From an optimization exercise on the open Yosys and OpenROAD flow, aimed at small area; shortcuts taken in it are not production practice.
In this exercise RTL edits were held to simulation tests only and were not proved equivalent to the original.
Power figures rest on the tool's default switching activity, not on a simulated workload.

## before
## reg_file
module reg_file
#(
  parameter int DATA_W = reg_file_pkg::DATA_W,
  parameter int ADDR_W = reg_file_pkg::ADDR_W
) (
  input  logic              i_clk,
  input  logic              i_rst,
  input  logic [ADDR_W-1:0] i_raddr_a,
  input  logic [ADDR_W-1:0] i_raddr_b,
  input  logic              i_we,
  input  logic [ADDR_W-1:0] i_waddr,
  input  logic [DATA_W-1:0] i_wdata,
  output logic [DATA_W-1:0] out_a,
  output logic [DATA_W-1:0] out_b,
  output logic [31:0]       wr_cnt
);
Settings: LEC_CHECK=0, CAP_MARGIN=20, CORE_MARGIN=2, CORE_UTILIZATION=50, SETUP_SLACK_MARGIN=0.2, SLEW_MARGIN=20, SYNTH_HIERARCHICAL=1, SYNTH_MINIMUM_KEEP_SIZE=0; clock period 6.0 ns.
run.sh (not shown) runs the stock make flow with config.mk's settings and CLKGATE_MAP_FILE= SYNTH_SCRIPT=/design/flow/synth_recipe.tcl, a recipe that flattens the netlist after the stock synthesis.
The following lists how after was set up differently from before:
Settings: a change of CORE_UTILIZATION from 50 to 70; a change of SETUP_SLACK_MARGIN from 0.2 to 0.1; a change of CAP_MARGIN from 20 to 0; a change of SLEW_MARGIN from 20 to 0.
==> flow/flow/run.sh (new file) <==
#!/bin/bash
# Layout flow: the standard ORFS flow (standard.sh, unchanged synthesis) with these
# changes to how the layout is made:
#  - ports are buffered with buf_1 instead of the default delay-buffer cell,
#  - clock tree synthesis uses clkbuf_8 with mid-size sink clusters and inserts no dummy loads.
# make's full output goes to make.log here; ORFS's own per-step logs stay under orfs/logs.
set -euo pipefail
bash standard.sh \
  "BUFFER_PORTS_ARGS=-buffer_cell sky130_fd_sc_hd__buf_1" \
  "CTS_ARGS=-sink_clustering_enable -repair_clock_nets -dont_use_dummy_load -buf_list sky130_fd_sc_hd__clkbuf_8 -sink_clustering_size 16 -sink_clustering_max_diameter 60" \
  finish > make.log 2>&1
==> flow/standard.sh (new file) <==
#!/bin/bash
# synth_recipe.tcl (not shown) runs the flow's synth.tcl, then flattens the netlist and writes it again
# the make line also repeats each setting of config.mk as NAME=value (left out here)
make -C /OpenROAD-flow-scripts/flow DESIGN_CONFIG=/design/flow/config.mk WORK_HOME=/design/flow/orfs CLKGATE_MAP_FILE= SYNTH_SCRIPT=/design/flow/synth_recipe.tcl "${@:-finish}"
removed: flow/run.sh
Every stage of after finished as expected; the final checks, on the other hand, flagged max-capacitance violations, max-slew violations, which means the layout fails.
The number of maximum-capacitance constraint violations of after exceeds that of before by 1.
Changes observed in after relative to before: cell area after layout fell 4800 µm²; count of non-filler cells in the finished layout fell 13%; worst-case headroom to the max-slew limit fell 21 points.
Compared after vs before, and area of placed instances is down in after.
after vs. before: combinational power went down by 20%.
Measured against after, the die area of before comes out at 1.4 times the reference value.
The number of cells on the critical path on after is in line with that on before.

---

Another version of the RTL of reg_file (not shown whole).
## reg_file
module reg_file
#(
  parameter int DATA_W = reg_file_pkg::DATA_W,
  parameter int ADDR_W = reg_file_pkg::ADDR_W
) (
  input  logic              i_clk,
  input  logic              i_rst,
  input  logic [ADDR_W-1:0] i_raddr_a,
  input  logic [ADDR_W-1:0] i_raddr_b,
  input  logic              i_we,
  input  logic [ADDR_W-1:0] i_waddr,
  input  logic [DATA_W-1:0] i_wdata,
  output logic [DATA_W-1:0] out_a,
  output logic [DATA_W-1:0] out_b,
  output logic [31:0]       wr_cnt
);
  localparam int DEPTH = 2**ADDR_W;
  logic [(DEPTH-1)*DATA_W-1:0] regs_q;          
  logic [DEPTH-1:1]            wsel;            
  logic [DEPTH-1:1]            nwsel;           
  logic [DEPTH-1:1]            valid_q;         
  logic [DEPTH-2:0]            sel_a, sel_b;    
  logic [31:0]                 wr_cnt_q;
  logic                        wr_valid;
  assign wr_valid = i_we && (i_waddr != reg_file_pkg::REG_ZERO);
  for (genvar g = 1; g < DEPTH; g++) begin : g_reg
    logic [DATA_W-1:0] data_q, data_d;
    logic              valid;
    assign wsel[g]  = i_we && (i_waddr == g);
  ...
Settings: LEC_CHECK=0, CAP_MARGIN=5, CORE_MARGIN=2, CORE_UTILIZATION=65, SETUP_SLACK_MARGIN=0.1, SLEW_MARGIN=5, SYNTH_HIERARCHICAL=1, SYNTH_MINIMUM_KEEP_SIZE=0; clock period 6.0 ns.
standard.sh (not shown) runs the stock make flow with config.mk's settings and CLKGATE_MAP_FILE= SYNTH_SCRIPT=/design/flow/synth_recipe.tcl, a recipe that flattens the netlist after the stock synthesis.
==> flow/flow/run.sh <==
#!/bin/bash
# Layout flow: the standard ORFS flow (standard.sh, unchanged synthesis) with these
# changes to how the layout is made:
#  - ports are buffered with buf_1 instead of the default delay-buffer cell,
#  - clock tree synthesis uses clkbuf_4 with small sink clusters and inserts no dummy loads.
# make's full output goes to make.log here; ORFS's own per-step logs stay under orfs/logs.
set -euo pipefail
bash standard.sh \
  "BUFFER_PORTS_ARGS=-buffer_cell sky130_fd_sc_hd__buf_1" \
  "CTS_ARGS=-sink_clustering_enable -repair_clock_nets -dont_use_dummy_load -buf_list sky130_fd_sc_hd__clkbuf_4 -sink_clustering_size 10 -sink_clustering_max_diameter 45" \
  finish > make.log 2>&1
Then changed:
==> flow/flow/run.sh (replaced) <==
#!/bin/bash
# Layout flow: the standard ORFS flow (standard.sh, unchanged synthesis) with these
# changes to how the layout is made:
#  - ports are buffered with buf_1 instead of the default delay-buffer cell,
#  - clock tree synthesis uses clkbuf_8 with mid-size sink clusters and inserts no dummy loads.
# make's full output goes to make.log here; ORFS's own per-step logs stay under orfs/logs.
set -euo pipefail
bash standard.sh \
  "BUFFER_PORTS_ARGS=-buffer_cell sky130_fd_sc_hd__buf_1" \
  "CTS_ARGS=-sink_clustering_enable -repair_clock_nets -dont_use_dummy_load -buf_list sky130_fd_sc_hd__clkbuf_8 -sink_clustering_size 16 -sink_clustering_max_diameter 60" \
  finish > make.log 2>&1
--- a/flow/config.mk
+++ b/flow/config.mk
@@ -9,3 +9,3 @@
 export CORE_MARGIN = 2
-export CORE_UTILIZATION = 65
+export CORE_UTILIZATION = 60
 export SETUP_SLACK_MARGIN = 0.1
Result: With this change the flow completed and failed the layout checks on max-capacitance violations, max-slew violations; power rises slightly; sequential power falls slightly; count of clock-buffer cells in the layout falls by 53; setup slack gains 150 ps; combinational power barely changes; final area hardly moves; global-route usage falls by 5.0 points; register-to-register slack gains 50 ps; via count falls by a few percent; clock skew falls by 49 ps; area after synthesis does not change.
Then changed:
--- a/flow/config.mk
+++ b/flow/config.mk
@@ -7,3 +7,3 @@
 export LEC_CHECK = 0
-export CAP_MARGIN = 5
+export CAP_MARGIN = 10
 export CORE_MARGIN = 2
@@ -11,3 +11,3 @@
 export SETUP_SLACK_MARGIN = 0.1
-export SLEW_MARGIN = 5
+export SLEW_MARGIN = 10
 export SYNTH_HIERARCHICAL = 1
What happened: The new run completed, yet does not pass: max-capacitance violations, max-slew violations. Cell count is about the same. Flip-flop and latch count stays the same. Wire length hardly moves. Global-route usage stays the same. Hold slack stays flat. Maximum frequency stays flat. Die area does not change. Final area hardly moves. Via count hardly moves. Area after synthesis does not change. Clock skew barely changes.
Then changed:
--- a/flow/config.mk
+++ b/flow/config.mk
@@ -7,3 +7,3 @@
 export LEC_CHECK = 0
-export CAP_MARGIN = 10
+export CAP_MARGIN = 15
 export CORE_MARGIN = 2
@@ -11,3 +11,3 @@
 export SETUP_SLACK_MARGIN = 0.1
-export SLEW_MARGIN = 10
+export SLEW_MARGIN = 15
 export SYNTH_HIERARCHICAL = 1
What happened:
- With this change the flow finished with timing, DRC and antenna clean
- hold slack is better by 5.9 ps
- count of clock-buffer cells in the layout is unchanged
- synthesized area does not change
- utilization stays flat
- clock power barely changes
- global-route usage barely changes
- sequential share of layout area is about the same
- cell area stays flat
Then changed:
==> flow/flow/run.sh (replaced) <==
#!/bin/bash
# Layout flow: the standard ORFS flow (standard.sh, unchanged synthesis) with these
# changes to how the layout is made:
#  - ports are buffered with buf_1 instead of the default delay-buffer cell,
#  - clock tree synthesis uses clkbuf_4 with small sink clusters and inserts no dummy loads.
# make's full output goes to make.log here; ORFS's own per-step logs stay under orfs/logs.
set -euo pipefail
bash standard.sh \
  "BUFFER_PORTS_ARGS=-buffer_cell sky130_fd_sc_hd__buf_1" \
  "CTS_ARGS=-sink_clustering_enable -repair_clock_nets -dont_use_dummy_load -buf_list sky130_fd_sc_hd__clkbuf_4 -sink_clustering_size 10 -sink_clustering_max_diameter 45" \
  finish > make.log 2>&1
Outcome: The changed run finished with max-capacitance violations, max-slew violations left. Sequential power hardly moves. Die area stays the same. Design area stays flat. Fmax shrinks by 2.2%.

## what the ideal ports hide
In the flow no input, the clock included, has a driving cell. The finished layouts below were timed again as built, in two steps. Step 1 sets driving cells, clkbuf_16 on the clock port and buf_2 on the other inputs (assumed; they add their load-dependent delay and slew). Step 2, shift: input delay + t, output delay - t, t = (earliest + latest rising clock arrival at the registers) / 2. This alone moves slack from input paths to output paths. a / b / c = no drivers / after step 1 / after step 2; a / b = the first two.
| run | shift t [ns] | setup slack, ns | worst setup path at the end | latest minus earliest clock arrival (ns) | cell pins on the clock port's net |
|---|---|---|---|---|---|
| before | 0.728 | 0.124 / 0.102 / 0.102 | input to output | 0.020 / 0.020 | 1 |
| after | 0.768 | 0.378 / 0.356 / 0.356 | input to output | 0.061 / 0.061 | 1 |
| the first run of note 2 | 1.147 | 0.199 / 0.178 / 0.178 | input to output | 0.099 / 0.099 | 1 |
| the second run of note 2 | 0.801 | 0.344 / 0.308 / 0.308 | input to output | 0.035 / 0.035 | 1 |
| the third run of note 2 | 0.803 | 0.360 / 0.323 / 0.323 | input to output | 0.039 / 0.038 | 1 |
| the fourth run of note 2 | 0.803 | 0.425 / 0.350 / 0.350 | input to output | 0.064 / 0.064 | 1 |
| the fifth run of note 2 | 1.111 | 0.302 / 0.277 / 0.277 | input to output | 0.103 / 0.103 | 1 |
The setup slack of the fourth run of note 2, which loses most, moves by -0.075 ns with the drivers and by -0.075 ns with both steps.
